What follows belongs to an exercise in optimizing a design on an open flow for small area and few clock cycles; a production flow would make more cautious choices. In this exercise RTL edits were held to simulation tests only and were not proved equivalent to the original.

==> design.v <==
package spq_pkg;
   localparam int NOTE_W    = 7;
   localparam int PATTERN_W = 36;
   localparam int COUNT_W   = 4;
   localparam int CSR_IDX_W = 2;
   localparam int CSR_W     = PATTERN_W;
   localparam int STEPS     = 12;
   localparam int LEAD_W    = NOTE_W + 3;
   localparam logic [NOTE_W-1:0]  LOWEST_RESET  = 7'd24;
   localparam logic [COUNT_W-1:0] COUNT_RESET   = 4'd7;
   localparam logic [2*STEPS-1:0] STEPS_RESET   = 24'h000545;
   localparam logic [CSR_IDX_W-1:0] CSR_BASE_NOTE    = 2'd0;
   localparam logic [CSR_IDX_W-1:0] CSR_STEP_COUNT   = 2'd1;
   localparam logic [CSR_IDX_W-1:0] CSR_STEP_PATTERN = 2'd2;
endpackage
import spq_pkg::*;
module spq_fifo
#(
   parameter int WIDTH = NOTE_W
) (
   input  logic             clock,
   input  logic             reset,
   input  logic             push,
   input  logic [WIDTH-1:0] push_data,
   input  logic             pop,
   output logic [WIDTH-1:0] pop_data,
   output logic             full,
   output logic             empty
);
   logic [WIDTH-1:0] slot0_ff, slot1_ff;
   logic             valid0_ff, valid1_ff;
   logic             do_push;
   logic             do_pop;
   assign do_push = push && !valid1_ff;
   assign do_pop  = pop && valid0_ff;
   always_ff @(posedge clock) begin
      if (reset) begin
         valid0_ff <= 1'b0;
         valid1_ff <= 1'b0;
      end else begin
         valid0_ff <= valid1_ff || do_push || (valid0_ff && !do_pop);
         valid1_ff <= (valid1_ff && !do_pop) || (do_push && valid0_ff && !do_pop);
      end
      if (do_pop && valid1_ff) begin
         slot0_ff <= slot1_ff;
      end else if (do_push && (!valid0_ff || do_pop)) begin
         slot0_ff <= push_data;
      end
      if (do_push) begin
         slot1_ff <= push_data;
      end
   end
   assign pop_data = slot0_ff;
   assign full     = valid1_ff;
   assign empty    = !valid0_ff;
endmodule
import spq_pkg::*;
module spq_note_lookup
#(
   parameter int SPLIT = 2
) (
   input  logic                  clock,
   input  logic                  reset,
   input  logic [NOTE_W-1:0]     lowest,
   input  logic                  octave,
   input  logic [2*STEPS-1:0]    steps,
   input  logic [STEPS/2-2:0][5:0] even,
   input  logic [5:0]            period,
   input  logic                  key_take,
   input  logic [NOTE_W-1:0]     key_in,
   input  logic                  note_take,
   output logic                  key_valid,
   output logic                  note_valid,
   output logic [LEAD_W-1:0]     lead,
   input  logic [LEAD_W-1:0]     head,
   output logic [NOTE_W-1:0]     note
);
   logic [NOTE_W-1:0] key;
   logic              key_valid_ff;
   logic              key_move;
   logic [NOTE_W-1:0] key_c;
   logic [NOTE_W-1:0] above;
   logic              below;
   logic [NOTE_W-1:0] base_in;
   logic [NOTE_W-1:0] part_in;
   logic [NOTE_W-1:0] base_ff;
   logic [NOTE_W-1:0] part_ff;
   logic              valid_ff;
   logic [NOTE_W-1:0] rem;
   logic [STEPS/2-2:0] past;
   logic [STEPS/2-1:0] hit;
   logic [1:0]        pos_lo;
   logic [1:0]        step_m1;
   logic [3:0]        into;
   logic [3:0]        size;
   logic              up;
   logic [NOTE_W:0]   lower;
   logic [NOTE_W:0]   upper;
   function automatic logic [NOTE_W-1:0] reduce(input logic [NOTE_W-1:0] part,
                                                input logic [5:0] per, input int i);
      logic [NOTE_W-1:0] diff;
      logic              bw;
      logic              x;
      logic              y;
      logic              fits;
      bw   = 1'b0;
      diff = part;
      fits = 1'b1;
      for (int b = 0; b < NOTE_W; b++) begin
         if (b >= i) begin
            x       = part[b];
            y       = (b - i < 6) ? per[(b - i) % 6] : 1'b0;
            diff[b] = x ^ y ^ bw;
            bw      = (!x & y) | (bw & !(x ^ y));
         end
      end
      for (int b = 0; b < 6; b++) begin
         if (b + i >= NOTE_W) begin
            fits = fits & !per[b];
         end
      end
      reduce = (fits && !bw) ? diff : part;
   endfunction
   always_comb begin
      logic bw;
      key_c = key;
      bw    = 1'b0;
      for (int b = 0; b < NOTE_W; b++) begin
         above[b] = key_c[b] ^ lowest[b] ^ bw;
         bw       = (!key_c[b] & lowest[b]) | (bw & !(key_c[b] ^ lowest[b]));
      end
      below   = bw;
      base_in = below ? lowest : key_c;
      part_in = below ? '0 : above;
      for (int i = NOTE_W - 1; i >= SPLIT; i--) begin
         part_in = reduce(part_in, period, i);
      end
   end
   assign key_move = key_valid_ff && (!valid_ff || note_take);
   always_ff @(posedge clock) begin
      if (reset) begin
         key_valid_ff <= 1'b0;
         valid_ff     <= 1'b0;
      end else begin
         key_valid_ff <= key_take || (key_valid_ff && !key_move);
         valid_ff     <= key_move || (valid_ff && !note_take);
      end
      if (key_take) begin
         key <= {key_in[6:1], key_in[0] & !(&key_in[6:1])};
      end
      if (key_move) begin
         base_ff <= base_in;
         part_ff <= part_in;
      end
   end
   always_comb begin
      logic bw;
      logic [2:0] off;
      logic [1:0] m_a;
      logic [1:0] m_b;
      logic [2:0] base3;
      rem = part_ff;
      for (int i = SPLIT - 1; i >= 0; i--) begin
         rem = reduce(rem, period, i);
      end
      for (int k = 0; k < STEPS / 2 - 1; k++) begin
         bw = 1'b0;
         for (int b = 0; b < 6; b++) begin
            bw = (!rem[b] & even[k][b]) | (!rem[b] & bw) | (even[k][b] & bw);
         end
         past[k] = !bw;
      end
      hit[0] = !past[0];
      for (int k = 1; k < STEPS / 2; k++) begin
         hit[k] = past[k-1] && ((k == STEPS / 2 - 1) || !past[k % (STEPS / 2 - 1)]);
      end
      base3 = '0;
      m_a   = '0;
      m_b   = '0;
      for (int k = 0; k < STEPS / 2; k++) begin
         if (k > 0) begin
            base3 = base3 | (hit[k] ? even[(k + STEPS / 2 - 2) % (STEPS / 2 - 1)][2:0] : 3'b0);
         end
         m_a = m_a | (hit[k] ? steps[4*k +: 2] : 2'b0);
         m_b = m_b | (hit[k] ? steps[4*k+2 +: 2] : 2'b0);
      end
      off = rem[2:0] - base3;
      if (off > {1'b0, m_a}) begin
         pos_lo  = off[1:0] - m_a - 2'd1;
         step_m1 = m_b;
      end else begin
         pos_lo  = off[1:0];
         step_m1 = m_a;
      end
   end
   always_comb begin
      if (octave) begin
         into = rem[3:0];
         up   = (rem[3:0] >= 4'd6);
      end else begin
         into = {2'b0, pos_lo};
         up   = ({into[1:0], 1'b0} > {1'b0, step_m1});
      end
      lower = {1'b0, base_ff} - {4'b0, into};
      lead  = {up, step_m1, lower[NOTE_W-1:0]};
   end
   always_comb begin
      size  = octave ? 4'd12 : {2'b0, head[NOTE_W +: 2]} + 4'd1;
      upper = {1'b0, head[NOTE_W-1:0]} + {4'b0, size};
      if (head[LEAD_W-1] && upper < 8'd127) begin
         note = upper[NOTE_W-1:0];
      end else begin
         note = head[NOTE_W-1:0];
      end
   end
   assign key_valid  = key_valid_ff;
   assign note_valid = valid_ff;
endmodule
import spq_pkg::*;
module spq_scale_builder
(
   input  logic                  clock,
   input  logic                  reset,
   input  logic                  csr_we,
   input  logic [CSR_IDX_W-1:0]  csr_index,
   input  logic [CSR_W-1:0]      csr_wdata,
   output logic [NOTE_W-1:0]     lowest,
   output logic                  octave,
   output logic [2*STEPS-1:0]    steps,
   output logic [STEPS/2-2:0][5:0] even,
   output logic [5:0]            period
);
   logic [COUNT_W-1:0]      count;
   logic [NOTE_W-1:0]       base_w;
   logic [NOTE_W-1:0]       lowest_w;
   logic [2*STEPS-1:0]      steps_w;
   logic [STEPS-1:0][3:0]   size;
   logic [STEPS/2-1:0][5:0] pair;
   logic [5:0]              sum_all;
   always_comb begin
      base_w = csr_wdata[NOTE_W-1:0];
      if (base_w >= 7'd21) begin
         lowest_w = base_w;
      end else if (base_w >= 7'd9) begin
         lowest_w = base_w + 7'd12;
      end else begin
         lowest_w = base_w + 7'd24;
      end
      for (int i = 0; i < STEPS; i++) begin
         unique case (csr_wdata[3*i +: 3])
            3'd2:    steps_w[2*i +: 2] = 2'd1;
            3'd3:    steps_w[2*i +: 2] = 2'd2;
            3'd4:    steps_w[2*i +: 2] = 2'd3;
            default: steps_w[2*i +: 2] = 2'd0;
         endcase
      end
   end
   always_ff @(posedge clock) begin
      if (reset) begin
         lowest <= LOWEST_RESET;
         count  <= COUNT_RESET;
         steps  <= STEPS_RESET;
      end else if (csr_we) begin
         unique case (csr_index)
            CSR_BASE_NOTE:    lowest <= lowest_w;
            CSR_STEP_COUNT:   count  <= csr_wdata[COUNT_W-1:0];
            CSR_STEP_PATTERN: steps  <= steps_w;
            default: ;
         endcase
      end
   end
   assign octave = (count == '0);
   always_comb begin
      for (int i = 0; i < STEPS; i++) begin
         if (COUNT_W'(i) < count) begin
            size[i] = {1'b0, steps[2*i+1] & steps[2*i], steps[2*i+1] ^ steps[2*i], !steps[2*i]};
         end else begin
            size[i] = 4'd0;
         end
      end
      if (octave) begin
         size[0] = 4'd12;
      end
   end
   function automatic logic [5:0] add6(input logic [5:0] a, input logic [5:0] b,
                                       input int w);
      logic cy;
      logic x;
      logic y;
      cy   = 1'b0;
      add6 = '0;
      for (int k = 0; k < 6; k++) begin
         if (k < w) begin
            x       = a[k];
            y       = b[k];
            add6[k] = x ^ y ^ cy;
            cy      = (x & y) | (cy & (x ^ y));
         end
      end
   endfunction
   always_comb begin
      for (int k = 0; k < STEPS / 2; k++) begin
         pair[k] = add6({2'b0, size[2*k]}, {2'b0, size[2*k+1]}, 4);
      end
      even[0] = pair[0];
      for (int k = 1; k < STEPS / 2 - 1; k++) begin
         even[k] = add6(even[k-1], pair[k], (k < 3) ? 5 : 6);
      end
      sum_all = add6(even[STEPS/2-2], pair[STEPS/2-1], 6);
   end
   always_ff @(posedge clock) begin
      if (reset) begin
         period <= 6'd12;
      end else begin
         period <= sum_all;
      end
   end
endmodule
import spq_pkg::*;
module scale_pitch_quantizer_core
(
   input  logic                 clock,
   input  logic                 reset,
   input  logic                 req_push,
   output logic                 req_full,
   input  logic [NOTE_W-1:0]    req_key,
   output logic                 rsp_empty,
   input  logic                 rsp_pop,
   output logic [NOTE_W-1:0]    rsp_scale_note,
   input  logic                 csr_we,
   input  logic [CSR_IDX_W-1:0] csr_index,
   input  logic [CSR_W-1:0]     csr_wdata
);
   logic [NOTE_W-1:0]  lowest;
   logic               octave;
   logic [2*STEPS-1:0] steps;
   logic [STEPS/2-2:0][5:0] even;
   logic [5:0]         period;
   logic               key_take;
   logic               note_valid;
   logic               note_take;
   logic [LEAD_W-1:0]  lead;
   logic [LEAD_W-1:0]  head;
   logic               rsp_full;
   logic               key_valid;
   spq_scale_builder u_builder (
      .clock     (clock),
      .reset     (reset),
      .csr_we    (csr_we),
      .csr_index (csr_index),
      .csr_wdata (csr_wdata),
      .lowest    (lowest),
      .octave    (octave),
      .steps     (steps),
      .even      (even),
      .period    (period)
   );
   assign req_full  = key_valid && note_valid && rsp_full;
   assign key_take  = req_push && !req_full;
   assign note_take = note_valid && !rsp_full;
   spq_note_lookup u_lookup (
      .clock      (clock),
      .reset      (reset),
      .lowest     (lowest),
      .octave     (octave),
      .steps      (steps),
      .even       (even),
      .period     (period),
      .key_take   (key_take),
      .key_in     (req_key),
      .note_take  (note_take),
      .key_valid  (key_valid),
      .note_valid (note_valid),
      .lead       (lead),
      .head       (head),
      .note       (rsp_scale_note)
   );
   spq_fifo #(
      .WIDTH (LEAD_W)
   ) u_rsp_queue (
      .clock     (clock),
      .reset     (reset),
      .push      (note_take),
      .push_data (lead),
      .pop       (rsp_pop),
      .pop_data  (head),
      .full      (rsp_full),
      .empty     (rsp_empty)
   );
endmodule
==> flow/run.sh <==
#!/bin/bash
# The standard layout, with the port buffers made of the smallest buffer cell
# (buf_1) instead of the cell buffer_ports picks by default. The make output
# is kept in standard_make.log; the tools' own logs stay under orfs/logs/.
set -euo pipefail
export BUFFER_PORTS_ARGS="-buffer_cell sky130_fd_sc_hd__buf_1"
bash standard.sh > standard_make.log 2>&1
==> standard.sh <==
#!/bin/bash
# synth_recipe.tcl (not shown) runs the flow's synth.tcl, then flattens the netlist and writes it again
# the make line also repeats each setting of config.mk as NAME=value (left out here)
make -C /OpenROAD-flow-scripts/flow DESIGN_CONFIG=/design/flow/config.mk WORK_HOME=/design/flow/orfs CLKGATE_MAP_FILE= SYNTH_SCRIPT=/design/flow/synth_recipe.tcl "${@:-finish}"
==> config.mk <==
export PLATFORM = sky130hd
export DESIGN_NAME = scale_pitch_quantizer_core
export DESIGN_NICKNAME = scale_pitch_quantizer_core
export VERILOG_FILES = /design/flow/design.v
export SDC_FILE = /design/flow/constraint.sdc
export NUM_CORES = 4
export LEC_CHECK = 0
export ABC_AREA = 1
export CAP_MARGIN = 20
export CORE_MARGIN = 2
export CORE_UTILIZATION = 40
export CTS_BUF_LIST = sky130_fd_sc_hd__clkbuf_8
export SLEW_MARGIN = 20
==> constraint.sdc <==
create_clock -name core_clock -period 10.0 [get_ports {clock}]
set_input_delay 2.0000 -clock core_clock [delete_from_list [all_inputs] [get_ports {clock}]]
set_output_delay 2.0000 -clock core_clock [all_outputs]
set_load 0.01 [all_outputs]
==> summary.txt, run 1 <==
most frequent CP cell: fa_1
CTS sink cnt: 86
Starting Density: 40.5%
n_diodes: 0
CP max-delay cell: fa_1
wire per inst: 14.0 um
Reg clk slew, reported paths: 100 ps
Max-Cap Viols: 0
Vias/cell: 4.94
drt first pass iters: 5
critical path launch point type: register
asr flop ratio synth: 0%
Hold Path Class: reg -> reg
syn nets: 1116
Die Footprint: 0.0199 mm2
outcome: no timing/DRC/antenna violations
CP max stage delay: 430 ps
syn avg cell area: 7.89 um2
first-pass GRT wire length: 29300 um
All-Layer GR Usage: 18.5%
min Tclk post-route: 9410 ps
pin count of the biggest net entering global routing: 26
clock latency on the worst-skew pair: 370 ps
critical path endpoint category: register
PortBufs: 58
initial DRC count: 287
GRT overflow: 0
row cnt: 50
CP Data Required Time: 10210 ps
initial antenna violation count: 0
critical path class: reg -> reg
worst-margin pin slew: 847 ps
total CTS buffers: 9
Synth area leader: edfxtp_1
sequential-to-total area share from yosys stat: 28.3%
Cells after Synth: 954
DRT antenna net count: 0
Die Y: 141 um
Die X: 141 um
flops & latches, synth: 86
Setup-failing EPs final: 0
Layout area overhead: 10.6%
Max Slew Vio Count: 0
routed vias: 6233
Distinct cells, synth: 44
fraction of layout cells with a size suffix above 1: 10.5%
Main synth FF type: dfxtp_1
fin util: 44.8%
Post-route DRC: 0
worst-path fanout max: 6
hpwl dp: 14800 um
worst rel slew slack: 43.3%
Final period util: 94.1%
Final GP Congestion: 0.926
synth warn: 3
arrival time worst endpoint: 9630 ps
Ports: 59
Clock Tree Buf Depth: 2
Synth area leaders: edfxtp_1 (16%), fa_1 (15%), dfxtp_1 (12%)
CTS root buf: clkbuf_8
Fin. Hold Viols: 0
Synth top area share: 16.4%
Syn Std Cell Area: 0.00753 mm2
vias in the first global route: 5943
core area: 0.0186 mm2
# H-tree levels: 3
Final nets: 1185
total wire length: 17600 um
Fmax achieved: 106 MHz
TritonCTS clock tree: done
post-route setup TNS: 0 ps
final setup skew: 14.8 ps
Post-synth EDFFs: 41
[final timing paths]
kind | from | endpoint | slack (ps) | depth (start not counted)
worst max-delay path | u_lookup.key[0] | u_lookup.part_ff[4] | 590 | 37
worst min-delay path | u_lookup.key_valid_ff | u_lookup.valid_ff | 490 | 2
worst max register to register | u_lookup.key[0] | u_lookup.part_ff[4] | 590 | 37
worst min register to register | u_lookup.key_valid_ff | u_lookup.valid_ff | 490 | 2
[per-stage QoR]
step           cell area (um2)  hold slack, ps  setup WS [ps]  cells
6_report                  8330             494            585   1262
5_1_grt                   8330             519          -41.9   1262
4_1_cts                   8240             498            154   1258
3_5_place_dp              8060             480            216   1242
3_3_place_gp              8060             468            492   1242
2_1_floorplan             7530             443            790    954
[cell families (layout without fill, tap and decap cells)]
kind of cell / count (synthesis) / after routing / synth area share (%)
simple gates: 395 / 395 / 23.5
buf+inv: 192 / 266 / 9.67
compound gates: 143 / 143 / 11.0
fa+ha+maj: 112 / 112 / 24.2
flops: 86 / 86 / 28.3
xor+xnor: 15 / 15 / 1.74
mux: 11 / 11 / 1.56
[synth_stat cells, types with 4 or more instances]
master    count
nand2_1     223
inv_1       171
o21ai_0      58
fa_1         56
ha_1         56
nor2_1       56
nand3_1      54
dfxtp_1      45
a21oi_1      41
edfxtp_1     41
nand2_2      23
clkbuf_1     14
a31oi_1      11
xor2_1       11
nand4_1       8
or2_2         8
mux2_2        6
o211ai_1      6
inv_2         5
mux2i_1       5
o21ai_2       5
nor2_2        4
o21ai_1       4
o22ai_1       4
xnor2_1       4
[placed cells by master (no fill, tap or decap), types with 4 or more instances in the layout]
cell	count
a21oi_1	41
a31oi_1	10
buf_1	58
buf_4	15
clkbuf_8	9
dfxtp_1	45
edfxtp_1	41
fa_1	51
fa_2	5
ha_1	56
inv_1	170
inv_2	5
mux2_2	6
mux2i_1	5
nand2_1	222
nand2_2	24
nand3_1	54
nand4_1	8
nor2_1	52
nor2_2	7
o211ai_1	6
o21ai_0	57
o21ai_1	5
o21ai_4	4
o22ai_1	4
or2_2	8
xnor2_1	4
xor2_1	11
[worst max-delay path: cells and delay by family, from the launching register on]
kind                     cells  cell delay (ps)
flip-flops                   1              370
buffers and inverters        5              330
multiplexers                 1              220
AO/OA/AOI/OAI                4              360
AND/OR/NAND/NOR              9             1500
adder cells (fa/ha/maj)     18             6460
[timing repair]
| action | 4_1_cts | 5_1_grt |
|---|---|---|
| resized for setup | 0 | 16 |
| endpoints found under the setup margin | 0 | 13 |
| setup buffers | 0 | 3 |
| hold buffers | 0 | 0 |
| hold endpoints to repair | 0 | 0 |
[per-layer routing]
layer	up-vias	wire length (um)	GRT usage, %
li1	3193	-	-
met1	2880	8450	25.3
met2	132	8250	31.0
met3	28	677	2.55
met4	0	275	4.53
met5	-	0	0
[sequential cells by signal, summed over array words and instances (netlist names), 4 cells and up]
name                  count
u_builder.steps          24
u_rsp_queue.slot0_ff     10
u_rsp_queue.slot1_ff     10
u_builder.lowest          7
u_lookup.base_ff          7
u_lookup.key              7
u_lookup.part_ff          7
u_builder.period          6
u_builder.count           4
[layout make-up]
| type | instances | area, um2 |
|---|---|---|
| clock buffers | 9 | 124 |
| clock inverters | 7 | 57.6 |
| flip-flops and latches | 86 | 2130 |
| repair buffers | 73 | 330 |
| well taps | 234 | 293 |
| inverters | 177 | 668 |
| fillers | 1874 | 10300 |
| multi-input cells | 676 | 4720 |
Testbench counts, summed over its fixed seeds: cycles 9,830.
==> run 2: changes to the inputs <==
--- a/config.mk
+++ b/config.mk
@@ -11,3 +11,2 @@
 export CORE_UTILIZATION = 40
-export CTS_BUF_LIST = sky130_fd_sc_hd__clkbuf_8
 export SLEW_MARGIN = 20
==> run 2 against run 1 <==
Net effect: maximum frequency about the same; clock-buffer cell count unchanged; clock skew fell by 6.8 ps; via count is 0.30% higher; largest cell class unchanged.
==> summary.txt, run 2 <==
critical path launch point type: register
outcome: no timing/DRC/antenna violations
critical path class: reg -> reg
Simple-Gate Fraction of Synth Area: 23.5% (unchanged)
n_diodes: 0 (unchanged)
compound-gate portion of the synthesized area: 11.0% (unchanged)
critical path endpoint category: register
hpwl dp: 14800 um (unchanged)
Setup-failing EPs final: 0 (unchanged)
slack of the critical path: 580 ps (-5.73 ps)
Post-route DRC: 0 (unchanged)
fillcell total: 1861 (-0.69%)
Synth area leader: edfxtp_1
PortBufs: 58 (unchanged)
worst-path fanout max: 6 (unchanged)
most frequent cells after synthesis: nand2_1 (223), inv_1 (171), o21ai_0 (58)
min Tclk post-route: 9420 ps (+5.73 ps)
Max Slew Vio Count: 0 (unchanged)
worst rel slew slack: 41.3% (-2.0 points)
most common cell after layout, fill and taps aside: nand2_1
Hold Path Class: reg -> reg
Synth Area in Adders: 24.2% (unchanged)
Main synth FF type: dfxtp_1
most frequent cells in the layout: nand2_1 (222), inv_1 (170), buf_1 (58)
Fin. Hold Viols: 0 (unchanged)
drt first pass iters: 5 (unchanged)
Synth top area share: 16.4% (unchanged)
initial antenna violation count: 0 (unchanged)
Die Footprint: 0.0199 mm2 (unchanged)
Vias/cell: 4.95 (+0.30%)
asr flop ratio synth: 0% (unchanged)
CTS root buf: clkbuf_16
sequential-to-total area share from yosys stat: 28.3% (unchanged)
R2R Setup Slk: 580 ps (about the same)
Reg clk slew, reported paths: 70 ps (-30 ps)
Post-Synth XOR/XNOR Area: 1.75% (unchanged)
DRT antenna net count: 0 (unchanged)
flops & latches, synth: 86 (unchanged)
max FFs per register: 24 (unchanged)
Synth area leaders: edfxtp_1 (16%), fa_1 (15%), dfxtp_1 (12%)
TritonCTS clock tree: done
Final nets: 1185 (unchanged)
CP max stage delay: 430 ps (about the same)
wire per inst: 14.0 um (+0.44%)
R2R depth: 37 (unchanged)
# H-tree levels: 3 (unchanged)
Final period util: 94.2% (about the same)
Die Y: 141 um (unchanged)
Setup crit start: u_lookup.key[0]
largest registers: u_builder.steps: 24 flops, u_rsp_queue.slot0_ff: 10 flops, u_rsp_queue.slot1_ff: 10 flops
GRT overflow: 0 (unchanged)
Worst Setup EP: u_lookup.part_ff[4]
syn nets: 1116 (unchanged)
Ports: 59 (unchanged)
most frequent CP cell: fa_1
CTS sink cnt: 86 (unchanged)
Fmax achieved: 106 MHz (about the same)
most common cell in the netlist: nand2_1
worst-margin pin slew: 878 ps (+30.6 ps)
mux cell area share after synthesis: 1.56% (unchanged)
vias in the first global route: 5973 (+0.50%)
Post-synth EDFFs: 41 (unchanged)
pin count of the biggest net entering global routing: 26 (unchanged)
arrival time worst endpoint: 9610 ps (-20 ps)
FF-to-FF Start: u_lookup.key[0]
Cells after Synth: 954 (unchanged)
worst r2r dst: u_lookup.part_ff[4]
Syn Std Cell Area: 0.00753 mm2 (unchanged)
synth warn: 3 (unchanged)
initial DRC count: 375 (+31%)
total CTS buffers: 9 (unchanged)
Distinct cells, synth: 44 (unchanged)
All-Layer GR Usage: 18.6% (+0.17 points)
core area: 0.0186 mm2 (unchanged)
Clock Tree Buf Depth: 2 (unchanged)
Layout area overhead: 11.9%
final setup skew: 8.03 ps (-6.76 ps)
most flop-heavy register: u_builder.steps
routed vias: 6252 (+0.30%)
fraction of layout cells with a size suffix above 1: 10.5% (unchanged)
syn avg cell area: 7.89 um2 (unchanged)
hold_ws: 490 ps (-3.59 ps)
Placement Setup Slack: 216 ps (unchanged)
largest family of logic cells by synthesized area: adder cells
first-pass GRT wire length: 29400 um (+0.59%)
Starting Density: 40.5% (unchanged)
CP max-delay cell: fa_1
Die X: 141 um (unchanged)
total wire length: 17700 um (+0.44%)
row cnt: 50 (unchanged)
Final GP Congestion: 0.926 (unchanged)
Max-Cap Viols: 0 (unchanged)
clock latency on the worst-skew pair: 350 ps (-20 ps)
CP Data Required Time: 10190 ps (-20 ps)
hold_buf cts: 0 (unchanged)
==> run 2: changes by cell type in the layout (fill, tap and decap cells not counted) <==
cell       delta
clkbuf_8      -9
clkbuf_16     +9
o21ai_4       -1
o21ai_2       +1
==> run 2: worst min-delay path by stage <==
stage                                      from  depth (start not counted)                 end
after floorplan              u_builder.steps[3]                          2  u_builder.steps[3]
after global routing         u_builder.count[0]                          2  u_builder.count[0]
after detailed placement     u_builder.count[0]                          2  u_builder.count[0]
final                     u_lookup.key_valid_ff                          2   u_lookup.valid_ff
after global placement    u_lookup.key_valid_ff                          2   u_lookup.valid_ff
after CTS                    u_builder.count[0]                          2  u_builder.count[0]
==> run 2: kinds of logic after synthesis <==
family          Yosys count
simple gates            395
buf+inv                 192
compound gates          143
fa+ha+maj               112
flops                    86
xor+xnor                 15
mux                      11
==> run 2: area by class of cell <==
type | instances | area [um2] | share of cell area, %
Timing Repair Buffer | 73 | 330 | 3.92
Sequential cell | 86 | 2130 | 25.3
Clock buffer | 9 | 225 | 2.67
Tap cell | 234 | 293 | 3.48
Clock inverter | 7 | 57.6 | 0.683
Multi-Input combinational cell | 676 | 4720 | 56.0
Inverter | 177 | 668 | 7.93
==> run 2: timing repair <==
item	in CTS	in global routing
endpoints found under the setup margin	0	13
gates resized for setup	0	15
buffers inserted	0	3
==> run 2: metal layers <==
layer,wire length (um),part of all wire (%),vias up,global-route usage [%]
met5,0,0,-,0
met4,324,1.8,0,5.63
met3,580,3.3,27,2.28
met2,8280,47,127,31.1
met1,8540,48,2903,25.4
li1,-,-,3195,-
==> run 2: critical path: cells and delay by family, from the launching register on <==
family | cells | cell delay, ps
AND/OR/NAND/NOR | 9 | 1500
flip-flops | 1 | 360
buffers and inverters | 5 | 340
adder cells (fa/ha/maj) | 18 | 6480
AO/OA/AOI/OAI | 4 | 360
multiplexers | 1 | 220
==> run 2: per-stage QoR <==
stage | instances | area [um2] | setup TNS [ps] | util (%)
after floorplan | 954 | 7530 | 0 | -
after global placement | 1242 | 8060 | 0 | 43.4
after detailed placement | 1242 | 8060 | 0 | 43.4
after CTS | 1258 | 8350 | 0 | 44.9
after global routing | 1262 | 8420 | -33.7 | 45.3
final | 1262 | 8420 | 0 | 45.3
==> run 3: changes to the inputs <==
--- a/design.v
+++ b/design.v
@@ -67,3 +67,3 @@
    input  logic [STEPS/2-2:0][5:0] even,
-   input  logic [5:0]            period,
+   input  logic [5:0]            period_n,
    input  logic                  key_take,
@@ -99,5 +99,5 @@
    function automatic logic [NOTE_W-1:0] reduce(input logic [NOTE_W-1:0] part,
-                                                input logic [5:0] per, input int i);
+                                                input logic [5:0] per_n, input int i);
       logic [NOTE_W-1:0] diff;
-      logic              bw;
+      logic              cy;
       logic              x;
@@ -105,3 +105,3 @@
       logic              fits;
-      bw   = 1'b0;
+      cy   = 1'b1;
       diff = part;
@@ -111,5 +111,5 @@
             x       = part[b];
-            y       = (b - i < 6) ? per[(b - i) % 6] : 1'b0;
-            diff[b] = x ^ y ^ bw;
-            bw      = (!x & y) | (bw & !(x ^ y));
+            y       = (b - i < 6) ? per_n[(b - i) % 6] : 1'b1;
+            diff[b] = x ^ y ^ cy;
+            cy      = (x & y) | (cy & (x ^ y));
          end
@@ -118,6 +118,6 @@
          if (b + i >= NOTE_W) begin
-            fits = fits & !per[b];
+            fits = fits & per_n[b];
          end
       end
-      reduce = (fits && !bw) ? diff : part;
+      reduce = (fits && cy) ? diff : part;
    endfunction
@@ -135,3 +135,3 @@
       for (int i = NOTE_W - 1; i >= SPLIT; i--) begin
-         part_in = reduce(part_in, period, i);
+         part_in = reduce(part_in, period_n, i);
       end
@@ -163,3 +163,3 @@
       for (int i = SPLIT - 1; i >= 0; i--) begin
-         rem = reduce(rem, period, i);
+         rem = reduce(rem, period_n, i);
       end
@@ -230,3 +230,3 @@
    output logic [STEPS/2-2:0][5:0] even,
-   output logic [5:0]            period
+   output logic [5:0]            period_n
 );
@@ -311,7 +311,3 @@
    always_ff @(posedge clock) begin
-      if (reset) begin
-         period <= 6'd12;
-      end else begin
-         period <= sum_all;
-      end
+      period_n <= ~sum_all;
    end
@@ -337,3 +333,3 @@
    logic [STEPS/2-2:0][5:0] even;
-   logic [5:0]         period;
+   logic [5:0]         period_n;
    logic               key_take;
@@ -355,3 +351,3 @@
       .even      (even),
-      .period    (period)
+      .period_n  (period_n)
    );
@@ -367,3 +363,3 @@
       .even       (even),
-      .period     (period),
+      .period_n   (period_n),
       .key_take   (key_take),
==> run 3 against run 2 <==
Net effect: sequential cell count is the same; wire length shrank 3.6%; largest cell class unchanged; critical endpoint is now u_lookup.part_ff[6]; critical path depth grew 3; final area grew 0.16%.
==> summary.txt, run 3 <==
initial antenna violation count: 0 (unchanged)
Simple-Gate Fraction of Synth Area: 22.1% (-1.4 points)
Vias/cell: 4.90 (-1.2%)
Final GP Congestion: 0.917 (-1.1%)
register area: 0.00213 mm2 (unchanged)
core area: 0.0181 mm2 (-2.3%)
# H-tree levels: 3 (unchanged)
Fmax achieved: 106 MHz (-0.44%)
Die Footprint: 0.0198 mm2 (-0.78%)
GRT overflow: 0 (unchanged)
clock latency on the worst-skew pair: 360 ps (about the same)
most common cell in the netlist: nand2_1
All-Layer GR Usage: 17.9% (-0.74 points)
Post-synth EDFFs: 41 (unchanged)
drt first pass iters: 5 (unchanged)
total CTS buffers: 9 (unchanged)
Clock Tree Buf Depth: 2 (unchanged)
grt peak-use layer: met2
Synth Area in Adders: 24.5% (+0.30 points)
Max Slew Vio Count: 0 (unchanged)
Hold Path Class: reg -> reg
worst rel slew slack: 35.2% (-6.0 points)
hpwl dp: 14300 um (-3.0%)
initial DRC count: 271 (-28%)
arrival time worst endpoint: 9670 ps (+60 ps)
Syn Std Cell Area: 0.00747 mm2 (-0.80%)
vias in the first global route: 5819 (-2.6%)
TritonCTS clock tree: done
fraction of layout cells with a size suffix above 1: 9.30% (-1.2 points)
mux cell area share after synthesis: 1.41% (-0.15 points)
critical path launch point type: register
Starting Density: 41.2% (+0.64 points)
syn nets: 1105 (-0.99%)
CP Data Required Time: 10200 ps (about the same)
CTS root buf: clkbuf_16
min Tclk post-route: 9460 ps (+41.2 ps)
Cells after Synth: 943 (-1.2%)
most frequent cells after synthesis: nand2_1 (220), inv_1 (180), o21ai_0 (67), fa_1 (57), ha_1 (55)
critical path endpoint category: register
Post-route DRC: 0 (unchanged)
Main synth FF type: dfxtp_1
Layout area overhead: 13.0%
compound-gate portion of the synthesized area: 11.9% (+0.86 points)
DRT antenna net count: 0 (unchanged)
max FFs per register: 24 (unchanged)
fin util: 46.5% (+1.2 points)
Final nets: 1179 (-0.51%)
largest registers: u_builder.steps: 24 flops, u_rsp_queue.slot0_ff: 10 flops, u_rsp_queue.slot1_ff: 10 flops
fillcell total: 1832 (-1.6%)
wire per inst: 13.7 um (-2.8%)
worst-path fanout max: 4 (-2)
Fin. Hold Viols: 0 (unchanged)
Reg clk slew, reported paths: 80 ps (about the same)
most flop-heavy register: u_builder.steps
first-pass GRT wire length: 28300 um (-3.8%)
most common cell after layout, fill and taps aside: nand2_1
Synth area leaders: edfxtp_1 (16%), fa_1 (15%), dfxtp_1 (12%)
final setup skew: 10.3 ps (+2.27 ps)
Post-Synth XOR/XNOR Area: 1.52% (-0.22 points)
row cnt: 49 (-2.0%)
flops & latches, synth: 86 (unchanged)
critical path class: reg -> reg
n_diodes: 0 (unchanged)
PortBufs: 58 (unchanged)
most frequent cells in the layout: nand2_1 (219), inv_1 (178), o21ai_0 (64)
pin count of the biggest net entering global routing: 34 (+31%)
Die X: 141 um (-0.39%)
most frequent CP cell: fa_1
total wire length: 17100 um (-3.6%)
Synth area leader: edfxtp_1
routed vias: 6126 (-2.0%)
sequential-to-total area share from yosys stat: 28.5% (+0.23 points)
CP max-delay cell: fa_1
synth warn: 3 (unchanged)
Max-Cap Viols: 0 (unchanged)
met2 Use GR: 28.0% (-3.1 points)
syn avg cell area: 7.92 um2 (+0.36%)
Distinct cells, synth: 52 (+18%)
outcome: no timing/DRC/antenna violations
hold_buf cts: 0 (unchanged)
Setup-failing EPs final: 0 (unchanged)
global routing usage on met1: 25.2% (-0.22 points)
Final period util: 94.6% (+0.41 points)
largest family of logic cells by synthesized area: adder cells
asr flop ratio synth: 0% (unchanged)
Die Y: 141 um (-0.39%)
Multi-input gate area: 0.00467 mm2 (-0.93%)
worst-margin pin slew: 972 ps (+94.0 ps)
RSZ-0062 raised after global routing: no
CP max stage delay: 410 ps (-20 ps)
post-route setup TNS: 0 ps (unchanged)
CTS sink cnt: 86 (unchanged)
grt met3 use: 3.13% (+0.85 points)
Ports: 59 (unchanged)
Synth top area share: 16.5% (+0.13 points)
==> run 3: changes by cell type after synthesis, moves of 3 or more <==
cell      previous run  this run
inv_1              171       180
nor3_1               3         6
clkbuf_1            14        10
xor2_1              11         7
o21ai_0             58        67
or2_2                8         3
nand2_1            223       220
nand2_2             23        15
nor2_1              56        50
==> run 3: cell type report <==
class / instances / area share [%]
Clock buffer: 9 / 2.67
Clock inverter: 7 / 0.905
Inverter: 186 / 8.28
Multi-Input combinational cell: 659 / 55.4
Sequential cell: 86 / 25.3
Tap cell: 229 / 3.40
Timing Repair Buffer: 75 / 4.09
==> run 3: layer usage <==
layer	share of wire, %	wire, um
met4	2.1	353
met3	4.7	800
met5	0	0
met1	48	8190
met2	45	7740
==> run 3: cell families (layout without fill, tap and decap cells) <==
kind of cell,Yosys count,in the layout
flip-flops,86,86
adder cells (fa/ha/maj),112,112
AND/OR/NAND/NOR,372,372
multiplexers,10,10
AO/OA/AOI/OAI,152,152
XOR/XNOR,13,13
buffers and inverters,198,277
==> run 3: final timing paths <==
kind,startpoint,to,slack (ps),cells after the start
worst max-delay path,u_lookup.key[0],u_lookup.part_ff[6],540,40
worst min-delay path,u_builder.lowest[3],u_builder.lowest[3],480,2
worst max register to register,u_lookup.key[0],u_lookup.part_ff[6],540,40
worst min register to register,u_builder.lowest[3],u_builder.lowest[3],480,2
==> run 3: timing repair <==
action,in CTS,in global routing
gates resized for setup,1,19
pin swaps,0,3
setup buffers,0,4
endpoints found under the setup margin,1,10
==> run 3: critical path: cells and delay by family, from the launching register on <==
| kind | cells | cell delay (ps) |
|---|---|---|
| AOI/OAI and AO/OA | 3 | 270 |
| adders and majority gates | 18 | 5960 |
| buffers and inverters | 8 | 700 |
| DFF | 1 | 370 |
| muxes | 2 | 600 |
| and+or+nand+nor | 9 | 1410 |
==> run 3: metrics by stage <==
stage	instance area (um2)	worst slack (ps)	cells	hold slack, ps
final	8440	538	1251	484
after global placement	8020	231	1231	464
after detailed placement	8020	72.3	1231	473
after global routing	8440	0.949	1251	508
after floorplan	7470	482	943	443
after CTS	8320	107	1247	489
Testbench counts of run 3, summed over its fixed seeds: cycles 9,830.
==> run 4: changes to the inputs <==
--- a/config.mk
+++ b/config.mk
@@ -10,3 +10,4 @@
 export CORE_MARGIN = 2
-export CORE_UTILIZATION = 40
+export CORE_UTILIZATION = 30
+export CTS_BUF_LIST = sky130_fd_sc_hd__clkbuf_8
 export SLEW_MARGIN = 20
==> run 4 against run 3 <==
Net effect: still clean; first-iteration DRC count down 3.0%; non-clock buffer count increased by 1; cell count grew 7.8%; wire length up 3.5%; final area up 0.49%; maximum frequency decreased by 0.23%; sequential share of layout area fell by 0.11 points; synthesized cell count unchanged; critical endpoint is now u_lookup.part_ff[4].
==> summary.txt, run 4 <==
critical path launch point type: register
syn avg cell area: 7.92 um2 (unchanged)
Cells after Synth: 943 (unchanged)
core area: 0.0244 mm2 (+34%)
# H-tree levels: 3 (unchanged)
Vias/cell: 4.60 (-6.0%)
Layout area overhead: 13.5%
R2R depth: 40 (unchanged)
CP max-delay cell: fa_1
Synth area leader: edfxtp_1
most frequent CP cell: fa_1
Final nets: 1182 (+0.25%)
Hold Path Class: reg -> reg
flops & latches, synth: 86 (unchanged)
Max-Cap Viols: 0 (unchanged)
worst rel slew slack: 28.0% (-7.3 points)
Fmax achieved: 105 MHz (-0.23%)
n_diodes: 0 (unchanged)
worst-path fanout max: 4 (unchanged)
wire per inst: 13.1 um (-4.0%)
CP Data Required Time: 10230 ps (+30 ps)
PortBufs: 58 (unchanged)
pin count of the biggest net entering global routing: 34 (unchanged)
hold_sp: u_builder.steps[3]
Main synth FF type: dfxtp_1
CTS sink cnt: 86 (unchanged)
DRT antenna net count: 0 (unchanged)
total CTS buffers: 9 (unchanged)
Starting Density: 30.6% (-11 points)
All-Layer GR Usage: 14.0% (-3.9 points)
Reg clk slew, reported paths: 100 ps (+20 ps)
most frequent cells after synthesis: nand2_1 (220), inv_1 (180), o21ai_0 (67), fa_1 (57), ha_1 (55)
Post-route DRC: 0 (unchanged)
Multi-input gate area: 0.00471 mm2 (+0.72%)
sequential-to-total area share from yosys stat: 28.5% (unchanged)
Max Slew Vio Count: 0 (unchanged)
Setup crit start: u_lookup.key[0]
Placement Setup Slack: 57.7 ps (-14.6 ps)
CP max stage delay: 420 ps (about the same)
routed vias: 6207 (+1.3%)
vias in the first global route: 5964 (+2.5%)
Setup-failing EPs final: 0 (unchanged)
register area: 0.00213 mm2 (about the same)
fraction of layout cells with a size suffix above 1: 9.76% (+0.46 points)
Ports: 59 (unchanged)
Die X: 162 um (+15%)
slack of the critical path: 517 ps (-21.8 ps)
outcome: no timing/DRC/antenna violations
Synth area leaders: edfxtp_1 (16%), fa_1 (15%), dfxtp_1 (12%)
drt first pass iters: 5 (unchanged)
TritonCTS clock tree: done
synth warn: 3 (unchanged)
worst r2r dst: u_lookup.part_ff[4]
CTS root buf: clkbuf_8
syn nets: 1105 (unchanged)
Distinct cells, synth: 52 (unchanged)
row cnt: 57 (+16%)
most frequent cells in the layout: nand2_1 (218), inv_1 (179), o21ai_0 (64)
first-pass GRT wire length: 29200 um (+3.2%)
critical path class: reg -> reg
fillcell total: 2585 (+41%)
initial DRC count: 263 (-3.0%)
GRT overflow: 0 (unchanged)
Die Y: 162 um (+15%)
initial antenna violation count: 0 (unchanged)
Post-synth EDFFs: 41 (unchanged)
Die Footprint: 0.0262 mm2 (+32%)
total wire length: 17700 um (+3.5%)
final setup skew: 17.8 ps (+7.50 ps)
arrival time worst endpoint: 9710 ps (+40 ps)
R2R Setup Slk: 520 ps (-20 ps)
hold_ws: 485 ps (+0.831 ps)
Synth top area share: 16.5% (unchanged)
Syn Std Cell Area: 0.00747 mm2 (unchanged)
worst-margin pin slew: 1080 ps (+105 ps)
most flop-heavy register: u_builder.steps
hpwl dp: 14500 um (+1.4%)
critical path endpoint category: register
min Tclk post-route: 9480 ps (+21.8 ps)
largest registers: u_builder.steps: 24 flops, u_rsp_queue.slot0_ff: 10 flops, u_rsp_queue.slot1_ff: 10 flops
asr flop ratio synth: 0% (unchanged)
Final period util: 94.8% (+0.22 points)
Worst Setup EP: u_lookup.part_ff[4]
most common cell after layout, fill and taps aside: nand2_1
Fin. Hold Viols: 0 (unchanged)
max FFs per register: 24 (unchanged)
clock latency on the worst-skew pair: 390 ps (+30 ps)
post-route setup TNS: 0 ps (unchanged)
Final GP Congestion: 0.952 (+3.9%)
Clock Tree Buf Depth: 2 (unchanged)
most common cell in the netlist: nand2_1
FF-to-FF Start: u_lookup.key[0]
run 4: cell count changes in the layout (fill, tap and decap cells not counted), moves of 2 or more:
cell	change
clkinvlp_4	+2
clkinv_8	-2
inv_6	-3
clkbuf_8	+10
clkbuf_16	-9
run 4: critical path, delay by kind of cell, from the launching register on:
| kind | cells | cell delay [ps] |
|---|---|---|
| flip-flops | 1 | 370 |
| adder cells (fa/ha/maj) | 18 | 5970 |
| AO/OA/AOI/OAI | 3 | 280 |
| AND/OR/NAND/NOR | 9 | 1400 |
| multiplexers | 2 | 580 |
| buffers and inverters | 8 | 670 |
run 4: worst min-delay path by stage:
stage | endpoint | slack [ps] | cells after the start
after floorplan | u_builder.lowest[3] | 440 | 2
after global placement | u_builder.steps[3] | 470 | 2
after detailed placement | u_builder.steps[3] | 470 | 2
after CTS | u_builder.steps[3] | 480 | 2
after global routing | u_builder.steps[3] | 510 | 2
final | u_builder.steps[3] | 480 | 2
run 4: per-layer routing:
layer,GRT usage (%),routed length [um],vias up
met1,18.7,8360,2838
met3,2.30,724,33
li1,-,-,3190
met4,4.59,406,0
met2,23.1,8190,146
met5,0,0,-
run 4: layout make-up:
type | instances | area share (%)
clock buffers | 10 | 1.62
clock inverters | 6 | 0.472
inverters | 186 | 8.28
multi-input cells | 661 | 55.5
flip-flops and latches | 86 | 25.2
well taps | 324 | 4.78
repair buffers | 76 | 4.16
run 4: kinds of logic after synthesis:
| kind of cell | share of synthesized area [%] |
|---|---|
| buffers and inverters | 10.1 |
| AO/OA/AOI/OAI | 11.9 |
| XOR/XNOR | 1.52 |
| adder cells (fa/ha/maj) | 24.5 |
| AND/OR/NAND/NOR | 22.1 |
| multiplexers | 1.41 |
| flip-flops | 28.5 |
run 4: per-stage QoR:
| stage | instances | utilization (%) | instance area, um2 |
|---|---|---|---|
| 6_report | 1349 | 34.8 | 8480 |
| 5_1_grt | 1349 | 34.8 | 8480 |
| 4_1_cts | 1341 | 34.1 | 8310 |
| 3_5_place_dp | 1325 | 33.3 | 8130 |
| 3_3_place_gp | 1325 | 33.3 | 8130 |
| 2_1_floorplan | 943 | - | 7470 |
run 4: what timing repair did:
| item | CTS | global route |
|---|---|---|
| endpoints found under the setup margin | 0 | 11 |
| setup buffers | 0 | 6 |
| hold buffers | 0 | 0 |
| resized for setup | 0 | 28 |
==> run 5: changes to the inputs <==
--- a/config.mk
+++ b/config.mk
@@ -10,3 +10,3 @@
 export CORE_MARGIN = 2
-export CORE_UTILIZATION = 30
+export CORE_UTILIZATION = 55
 export CTS_BUF_LIST = sky130_fd_sc_hd__clkbuf_8
==> run 5 against run 4 <==
Net effect: largest cell class unchanged; register-to-register slack lost 90 ps; first-iteration DRC count grew 43%; still clean on timing, DRC and antenna; maximum frequency shrank 0.89%; clock skew shrank 12 ps; synthesized area is the same; hold slack gained 2.8 ps; synthesized cell count is the same; via count grew 0.72%; die area shrank 44%; cell count shrank 11%.
==> summary.txt, run 5 <==
Distinct cells, synth: 52 (unchanged)
Clock Tree Buf Depth: 2 (unchanged)
asr flop ratio synth: 0% (unchanged)
Multi-input gate area: 0.00468 mm2 (-0.48%)
synth warn: 3 (unchanged)
CP bufs+invs: 9 (+1)
vias in the first global route: 6145 (+3.0%)
routed vias: 6252 (+0.72%)
GRT overflow: 0 (unchanged)
total wire length: 17200 um (-2.7%)
Max Slew Vio Count: 0 (unchanged)
PortBufs: 58 (unchanged)
most frequent cells in the layout: nand2_1 (218), inv_1 (178), o21ai_0 (63)
Starting Density: 56.4% (+26 points)
most flop-heavy register: u_builder.steps
Final nets: 1179 (-0.25%)
R2R Setup Slk: 430 ps (-90 ps)
initial antenna violation count: 0 (unchanged)
hold_ws: 488 ps (+2.75 ps)
hpwl dp: 14500 um (-0.47%)
syn nets: 1105 (unchanged)
All-Layer GR Usage: 25.1% (+11 points)
CTS root buf: clkbuf_8
fraction of layout cells with a size suffix above 1: 9.78% (+0.029 points)
wire per inst: 14.4 um (+9.6%)
critical path class: reg -> reg
Fmax achieved: 105 MHz (-0.89%)
Cells after Synth: 943 (unchanged)
Fin. Hold Viols: 0 (unchanged)
Synth top area share: 16.5% (unchanged)
Final GP Congestion: 0.945 (-0.71%)
final setup skew: 5.77 ps (-12.0 ps)
max FFs per register: 24 (unchanged)
CP Data Required Time: 10120 ps (-110 ps)
TritonCTS clock tree: done
hold_buf cts: 0 (unchanged)
Die Y: 121 um (-25%)
Max-Cap Viols: 0 (unchanged)
most common cell in the netlist: nand2_1
Placement Setup Slack: 11.7 ps (-46.0 ps)
initial DRC count: 376 (+43%)
worst-margin pin slew: 935 ps (-142 ps)
pin count of the biggest net entering global routing: 34 (unchanged)
flops & latches, synth: 86 (unchanged)
Post-route DRC: 0 (unchanged)
Die X: 121 um (-25%)
outcome: no timing/DRC/antenna violations
Final Non-Filler Cells: 1198 (-11%)
total CTS buffers: 9 (unchanged)
placed insts: 1175 (-11%)
core area: 0.0132 mm2 (-46%)
Synth area leader: edfxtp_1
Top Family by Delay on Critical Path: adder cells
DRT antenna net count: 0 (unchanged)
most common cell after layout, fill and taps aside: nand2_1
Vias/cell: 5.22 (+13%)
Post-DP Area: 0.00793 mm2 (-2.5%)
Post-synth EDFFs: 41 (unchanged)
drt first pass iters: 5 (unchanged)
fin area: 0.00828 mm2 (-2.3%)
CP max-delay cell: fa_1
critical path endpoint category: register
register area: 0.00213 mm2 (unchanged)
CP max stage delay: 410 ps (about the same)
Synth area leaders: edfxtp_1 (16%), fa_1 (15%), dfxtp_1 (12%)
row cnt: 42 (-26%)
min Tclk post-route: 9570 ps (+85.5 ps)
fillcell total: 1234 (-52%)
Die Footprint: 0.0145 mm2 (-44%)
slack of the critical path: 431 ps (-85.5 ps)
Setup-failing EPs final: 0 (unchanged)
Syn Std Cell Area: 0.00747 mm2 (unchanged)
most frequent CP cell: fa_1
worst rel slew slack: 37.7% (+9.7 points)
Ports: 59 (unchanged)
most frequent cells after synthesis: nand2_1 (220), inv_1 (180), o21ai_0 (67), fa_1 (57), ha_1 (55)
n_diodes: 0 (unchanged)
arrival time worst endpoint: 9690 ps (-20 ps)
post-route setup TNS: 0 ps (unchanged)
syn avg cell area: 7.92 um2 (unchanged)
Final period util: 95.7% (+0.85 points)
sequential-to-total area share from yosys stat: 28.5% (unchanged)
clock latency on the worst-skew pair: 370 ps (-20 ps)
worst-path fanout max: 5 (+1)
# H-tree levels: 3 (unchanged)
Layout area overhead: 10.9%
Hold Path Class: reg -> reg
CTS sink cnt: 86 (unchanged)
largest registers: u_builder.steps: 24 flops, u_rsp_queue.slot0_ff: 10 flops, u_rsp_queue.slot1_ff: 10 flops
Main synth FF type: dfxtp_1
first-pass GRT wire length: 28700 um (-1.7%)
Reg clk slew, reported paths: 90 ps (about the same)
critical path launch point type: register
## run 5: cell counts after synthesis
Identical to the previous run, type by type.
## run 5: worst paths after layout
path | depth (start not counted) | startpoint | end
max | 40 | u_lookup.key[0] | u_lookup.part_ff[2]
min reg2reg | 2 | u_builder.steps[3] | u_builder.steps[3]
min | 2 | u_builder.steps[3] | u_builder.steps[3]
max reg2reg | 40 | u_lookup.key[0] | u_lookup.part_ff[2]
## run 5: cells by family after synthesis
logic type | after synthesis | synth area share (%)
adders and majority gates | 112 | 24.5
and+or+nand+nor | 372 | 22.1
xor gates and xnor gates | 13 | 1.52
buffers and inverters | 198 | 10.1
AOI/OAI and AO/OA | 152 | 11.9
DFF | 86 | 28.5
muxes | 10 | 1.41
## run 5: worst min-delay path, stage by stage, from the launching register on
cell	delay, ps
dfxtp_1	320
inv_1	70
a21oi_1	60
## run 5: stage by stage
step | util, %
2_1_floorplan | -
3_3_place_gp | 59.9
3_5_place_dp | 59.9
4_1_cts | 61.4
5_1_grt | 62.5
6_report | 62.5
## run 5: what timing repair did
item	CTS	global route
setup buffers	0	7
gates resized for setup	1	27
pin swaps	0	4
endpoints found under the setup margin	1	13
## run 5: cell type report
type / count / share of cell area (%)
inverters: 186 / 8.48
well taps: 176 / 2.66
clock buffers: 9 / 1.50
flip-flops and latches: 86 / 25.8
clock inverters: 7 / 0.861
repair buffers: 75 / 4.17
multi-input cells: 659 / 56.6
## run 5: routing by layer
metal | routed length (um) | share of wire (%) | global-route usage, %
met1 | 7880 | 46 | 32.8
met2 | 8040 | 47 | 42.1
met3 | 751 | 4.4 | 4.43
met4 | 535 | 3.1 | 8.94
met5 | 0 | 0 | 0
==> run 6: changes to the inputs <==
--- a/config.mk
+++ b/config.mk
@@ -10,3 +10,3 @@
 export CORE_MARGIN = 2
-export CORE_UTILIZATION = 55
+export CORE_UTILIZATION = 40
 export CTS_BUF_LIST = sky130_fd_sc_hd__clkbuf_8
==> run 6 against run 5 <==
Net effect: still clean; synthesized area did not move; maximum frequency rose by 1.4%; synthesized cell count stayed put; critical path type unchanged; sequential cell count unchanged; clock-buffer cell count is the same.
==> summary.txt, run 6 <==
placed insts: 1231 (+4.8%)
Max-Cap Viols: 0 (unchanged)
Post-route DRC: 0 (unchanged)
CTS root buf: clkbuf_8
first-pass GRT wire length: 28400 um (-1.2%)
total CTS buffers: 9 (unchanged)
Layout area overhead: 11.7%
R2R Setup Slk: 570 ps (+130 ps)
Clock Tree Buf Depth: 2 (unchanged)
max FFs per register: 24 (unchanged)
Fmax achieved: 106 MHz (+1.4%)
vias in the first global route: 5788 (-5.8%)
Final period util: 94.3% (-1.3 points)
syn avg cell area: 7.92 um2 (unchanged)
register area: 0.00213 mm2 (about the same)
Final nets: 1180 (+0.085%)
most frequent CP cell: fa_1
CP max stage delay: 410 ps (about the same)
Synth area leader: edfxtp_1
critical path class: reg -> reg
most common cell in the netlist: nand2_1
# H-tree levels: 3 (unchanged)
Worst Setup EP: u_lookup.part_ff[6]
pin count of the biggest net entering global routing: 34 (unchanged)
routed vias: 6167 (-1.4%)
Multi-input gate area: 0.00467 mm2 (-0.24%)
asr flop ratio synth: 0% (unchanged)
All-Layer GR Usage: 18.0% (-7.1 points)
R2R depth: 40 (unchanged)
Setup-failing EPs final: 0 (unchanged)
hold_ws: 492 ps (+4.65 ps)
flops & latches, synth: 86 (unchanged)
Ports: 59 (unchanged)
worst-path fanout max: 4 (-1)
Top Family by Delay on Critical Path: adder cells
Final GP Congestion: 0.917 (-3.0%)
Synth area leaders: edfxtp_1 (16%), fa_1 (15%), dfxtp_1 (12%)
Vias/cell: 4.93 (-5.6%)
CP bufs+invs: 8 (-1)
GRT overflow: 0 (unchanged)
most common cell after layout, fill and taps aside: nand2_1
critical path endpoint category: register
Post-synth EDFFs: 41 (unchanged)
clock latency on the worst-skew pair: 400 ps (+30 ps)
worst r2r dst: u_lookup.part_ff[6]
initial antenna violation count: 0 (unchanged)
drt first pass iters: 5 (unchanged)
Syn Std Cell Area: 0.00747 mm2 (unchanged)
most frequent cells in the layout: nand2_1 (219), inv_1 (178), o21ai_0 (64)
worst rel slew slack: 34.5% (-3.2 points)
fraction of layout cells with a size suffix above 1: 9.38% (-0.40 points)
wire per inst: 13.8 um (-3.6%)
critical path launch point type: register
CP Data Required Time: 10240 ps (+120 ps)
total wire length: 17300 um (+0.70%)
syn nets: 1105 (unchanged)
hpwl dp: 14300 um (-0.87%)
Main synth FF type: dfxtp_1
Die Y: 141 um (+17%)
CP max-delay cell: fa_1
n_diodes: 0 (unchanged)
FF-to-FF Start: u_lookup.key[0]
core area: 0.0181 mm2 (+37%)
Die X: 141 um (+17%)
largest registers: u_builder.steps: 24 flops, u_rsp_queue.slot0_ff: 10 flops, u_rsp_queue.slot1_ff: 10 flops
Final Non-Filler Cells: 1252 (+4.5%)
stages on the worst setup path: 40 (unchanged)
worst-margin pin slew: 979 ps (+44.8 ps)
hold_buf cts: 0 (unchanged)
final setup skew: 17.2 ps (+11.4 ps)
min Tclk post-route: 9430 ps (-135 ps)
most flop-heavy register: u_builder.steps
Setup crit start: u_lookup.key[0]
outcome: no timing/DRC/antenna violations
post-route setup TNS: 0 ps (unchanged)
Starting Density: 41.2% (-15 points)
synth warn: 3 (unchanged)
initial DRC count: 296 (-21%)
Synth top area share: 16.5% (unchanged)
most frequent cells after synthesis: nand2_1 (220), inv_1 (180), o21ai_0 (67), fa_1 (57), ha_1 (55)
PortBufs: 58 (unchanged)
fin util: 46.0% (-17 points)
Die Footprint: 0.0198 mm2 (+36%)
Distinct cells, synth: 52 (unchanged)
Reg clk slew, reported paths: 110 ps (+20 ps)
row cnt: 49 (+17%)
CTS sink cnt: 86 (unchanged)
TritonCTS clock tree: done
arrival time worst endpoint: 9680 ps (about the same)
Fin. Hold Viols: 0 (unchanged)
RSZ-0062 raised after global routing: no
Cells after Synth: 943 (unchanged)
sequential-to-total area share from yosys stat: 28.5% (unchanged)
DRT antenna net count: 0 (unchanged)
Hold Path Class: reg -> reg
Max Slew Vio Count: 0 (unchanged)
fillcell total: 1845 (+50%)
run 6: what timing repair did:
item / in CTS / in global routing
pin swaps: 0 / 3
buffers inserted: 0 / 5
endpoints found under the setup margin: 3 / 10
endpoints found under the hold margin: 0 / 0
resized for setup: 1 / 19
run 6: worst min-delay path by stage:
| stage | from | cells after the start | slack, ps | end |
|---|---|---|---|---|
| after global placement | u_builder.lowest[3] | 2 | 460 | u_builder.lowest[3] |
| after detailed placement | u_builder.lowest[3] | 2 | 470 | u_builder.lowest[3] |
| after floorplan | u_builder.lowest[3] | 2 | 440 | u_builder.lowest[3] |
| after global routing | u_builder.steps[17] | 2 | 510 | u_builder.steps[17] |
| after CTS | u_builder.lowest[3] | 2 | 500 | u_builder.lowest[3] |
| final | u_builder.lowest[3] | 2 | 490 | u_builder.lowest[3] |
run 6: worst reg2reg max path: cells and delay by family, from the launching register on:
family | cells | cell delay [ps]
multiplexers | 2 | 610
buffers and inverters | 8 | 700
adder cells (fa/ha/maj) | 18 | 5970
flip-flops | 1 | 380
AO/OA/AOI/OAI | 3 | 280
AND/OR/NAND/NOR | 9 | 1360
run 6: metrics by stage:
step / setup WS, ps / instance area [um2]
floorplan: 482 / 7470
CTS: 74.3 / 8220
finish: 566 / 8340
global route: 2.50 / 8340
detailed placement: 72.3 / 8020
global placement: 231 / 8020
run 6: per-layer routing:
metal	global-route usage (%)	wire (um)
met2	28.4	7860
met1	25.2	8330
met3	3.19	748
met5	0	0
met4	6.00	392
run 6: kinds of logic (layout without fill, tap and decap cells):
| group | count (synthesis) | after routing | share of synthesized area [%] |
|---|---|---|---|
| AND/OR/NAND/NOR | 372 | 372 | 22.1 |
| multiplexers | 10 | 10 | 1.41 |
| buffers and inverters | 198 | 278 | 10.1 |
| flip-flops | 86 | 86 | 28.5 |
| XOR/XNOR | 13 | 13 | 1.52 |
| AO/OA/AOI/OAI | 152 | 152 | 11.9 |
| adder cells (fa/ha/maj) | 112 | 112 | 24.5 |
run 6: final cells by class:
cell class | count | area share (%)
sequential | 86 | 25.6
tap | 229 | 3.43
inverter | 186 | 8.37
multi-input combinational | 659 | 56.0
clock buffer | 9 | 1.48
clock inverter | 7 | 0.915
timing repair buffer | 76 | 4.23
==> run 7: changes to the inputs <==
--- a/config.mk
+++ b/config.mk
@@ -8,3 +8,3 @@
 export ABC_AREA = 1
-export CAP_MARGIN = 20
+export CAP_MARGIN = 0
 export CORE_MARGIN = 2
@@ -12,2 +12,2 @@
 export CTS_BUF_LIST = sky130_fd_sc_hd__clkbuf_8
-export SLEW_MARGIN = 20
+export SLEW_MARGIN = 0
==> run 7 against run 6 <==
Net effect: critical path depth is the same; die area stayed put; sequential share of layout area about the same; hold slack barely moved; sequential cell count unchanged; via count down 0.19%; cell count unchanged; synthesized cell count unchanged; maximum frequency is essentially flat; critical endpoint unchanged.
==> summary.txt, run 7 <==
CTS sink cnt: 86 (unchanged)
hold_buf cts: 0 (unchanged)
critical path class: reg -> reg
Clock Tree Buf Depth: 2 (unchanged)
All-Layer GR Usage: 18.0% (unchanged)
CP Data Required Time: 10250 ps (about the same)
most common cell after layout, fill and taps aside: nand2_1
Post-DP Area: 0.00802 mm2 (unchanged)
flops & latches, synth: 86 (unchanged)
CTS root buf: clkbuf_8
Ports: 59 (unchanged)
worst rel slew slack: 26.0% (-8.5 points)
sequential-to-total area share from yosys stat: 28.5% (unchanged)
total wire length: 17300 um (about the same)
fraction of layout cells with a size suffix above 1: 9.29% (-0.098 points)
PortBufs: 58 (unchanged)
hpwl dp: 14300 um (unchanged)
min Tclk post-route: 9430 ps (-0.401 ps)
most frequent cells in the layout: nand2_1 (219), inv_1 (178), o21ai_0 (64)
CP max-delay cell: fa_1
Post-synth EDFFs: 41 (unchanged)
core area: 0.0181 mm2 (unchanged)
Starting Density: 41.2% (unchanged)
most common cell in the netlist: nand2_1
initial antenna violation count: 0 (unchanged)
Fin. Hold Viols: 0 (unchanged)
Vias/cell: 4.92 (-0.19%)
RSZ-0062 raised after global routing: no
vias in the first global route: 5788 (unchanged)
largest registers: u_builder.steps: 24 flops, u_rsp_queue.slot0_ff: 10 flops, u_rsp_queue.slot1_ff: 10 flops
Die Y: 141 um (unchanged)
fin area: 0.00834 mm2 (about the same)
total CTS buffers: 9 (unchanged)
Cells after Synth: 943 (unchanged)
# H-tree levels: 3 (unchanged)
Post-route DRC: 0 (unchanged)
worst-margin pin slew: 1090 ps (+114 ps)
most frequent CP cell: fa_1
asr flop ratio synth: 0% (unchanged)
outcome: no timing/DRC/antenna violations
row cnt: 49 (unchanged)
Synth area leader: edfxtp_1
Layout area overhead: 11.6% (about the same)
Final GP Congestion: 0.917 (unchanged)
wire per inst: 13.8 um (about the same)
initial DRC count: 293 (-1.0%)
routed vias: 6155 (-0.19%)
Reg clk slew, reported paths: 110 ps (about the same)
Die Footprint: 0.0198 mm2 (unchanged)
drt first pass iters: 7 (+2)
Final period util: 94.3% (about the same)
n_diodes: 0 (unchanged)
Setup-failing EPs final: 0 (unchanged)
Fmax achieved: 106 MHz (about the same)
Hold Path Class: reg -> reg
DRT antenna net count: 0 (unchanged)
Syn Std Cell Area: 0.00747 mm2 (unchanged)
post-route setup TNS: 0 ps (unchanged)
Final nets: 1180 (unchanged)
critical path endpoint category: register
critical path launch point type: register
syn avg cell area: 7.92 um2 (unchanged)
Synth top area share: 16.5% (unchanged)
synth warn: 3 (unchanged)
first-pass GRT wire length: 28400 um (unchanged)
most frequent cells after synthesis: nand2_1 (220), inv_1 (180), o21ai_0 (67), fa_1 (57), ha_1 (55)
max FFs per register: 24 (unchanged)
worst-path fanout max: 4 (unchanged)
final setup skew: 17.5 ps (+0.332 ps)
Synth area leaders: edfxtp_1 (16%), fa_1 (15%), dfxtp_1 (12%)
pin count of the biggest net entering global routing: 34 (unchanged)
GRT overflow: 0 (unchanged)
Distinct cells, synth: 52 (unchanged)
Die X: 141 um (unchanged)
TritonCTS clock tree: done
CP max stage delay: 410 ps (about the same)
most flop-heavy register: u_builder.steps
Max-Cap Viols: 0 (unchanged)
syn nets: 1105 (unchanged)
Main synth FF type: dfxtp_1
arrival time worst endpoint: 9680 ps (about the same)
Max Slew Vio Count: 0 (unchanged)
clock latency on the worst-skew pair: 400 ps (about the same)
## run 7: cell counts after synthesis
No cell type changed its count.
## run 7: through the flow
stage	utilization, %	cells	hold WS (ps)	worst slack [ps]
CTS	45.3	1247	496	74.3
global route	45.9	1252	513	2.50
global placement	44.2	1231	464	231
finish	45.9	1252	492	567
detailed placement	44.2	1231	473	72.3
floorplan	-	943	443	482
## run 7: critical path: cells and delay by family, from the launching register on
family,cells,cell delay (ps)
AOI/OAI and AO/OA,3,280
buffers and inverters,8,690
adders and majority gates,18,5970
DFF,1,380
and+or+nand+nor,9,1360
muxes,2,610
## run 7: kinds of logic after synthesis
group | share of synthesized area, %
AOI/OAI and AO/OA | 11.9
and+or+nand+nor | 22.1
DFF | 28.5
buffers and inverters | 10.1
xor gates and xnor gates | 1.52
adders and majority gates | 24.5
muxes | 1.41
## run 7: cell type report
cell class	count	area, um2
timing repair buffer	76	353
inverter	186	698
fill	1843	9810
clock inverter	7	76.3
sequential	86	2130
multi-input combinational	659	4670
clock buffer	9	124
tap	229	287
## run 7: layer usage
layer	up-vias	global-route usage [%]	part of all wire, %
met5	-	0	0
met4	0	6.00	2.0
met3	20	3.19	4.0
met2	125	28.4	46
met1	2826	25.2	48
li1	3184	-	-
## run 7: worst paths after layout
check                                      endpoint                 from  cells after the start  slack [ps]
worst max register to register  u_lookup.part_ff[6]      u_lookup.key[0]                     40         570
worst max-delay path            u_lookup.part_ff[6]      u_lookup.key[0]                     40         570
worst min register to register  u_builder.lowest[3]  u_builder.lowest[3]                      2         490
worst min-delay path            u_builder.lowest[3]  u_builder.lowest[3]                      2         490
## run 7: what timing repair did
| item | CTS | global route |
|---|---|---|
| cloned | 0 | 0 |
| gates resized for setup | 1 | 19 |
| buffers inserted | 0 | 5 |
| pin swaps | 0 | 3 |
| setup endpoints to repair | 3 | 10 |
| endpoints found under the hold margin | 0 | 0 |

-- what the ideal ports hide --
In the flow no input, the clock included, has a driving cell. The finished layouts below were timed again as built, in two steps.
Step 1 assumes that a clkbuf_16 drives the clock port and a buf_2 every other input.
Step 2 times the ports against the registers' clock, not the clock port: input delays grow and output delays shrink by t, the midpoint of the rising clock arrivals with the driver on.
Three values: ideal, step 1, step 2; two values: the first two.
run	t (ns)	setup slack, ns	worst register clock-pin slew, ns
run 1	0.403	0.585 / 0.585 / 0.585	0.10 / 0.10
run 2	0.388	0.580 / 0.580 / 0.580	0.07 / 0.07
run 3	0.397	0.538 / 0.538 / 0.538	0.08 / 0.08
run 4	0.422	0.517 / 0.517 / 0.517	0.10 / 0.10
run 5	0.403	0.431 / 0.431 / 0.431	0.09 / 0.09
run 6	0.425	0.566 / 0.566 / 0.566	0.11 / 0.11
run 7	0.427	0.567 / 0.567 / 0.567	0.11 / 0.11
After both steps setup and hold are still met in every run listed.
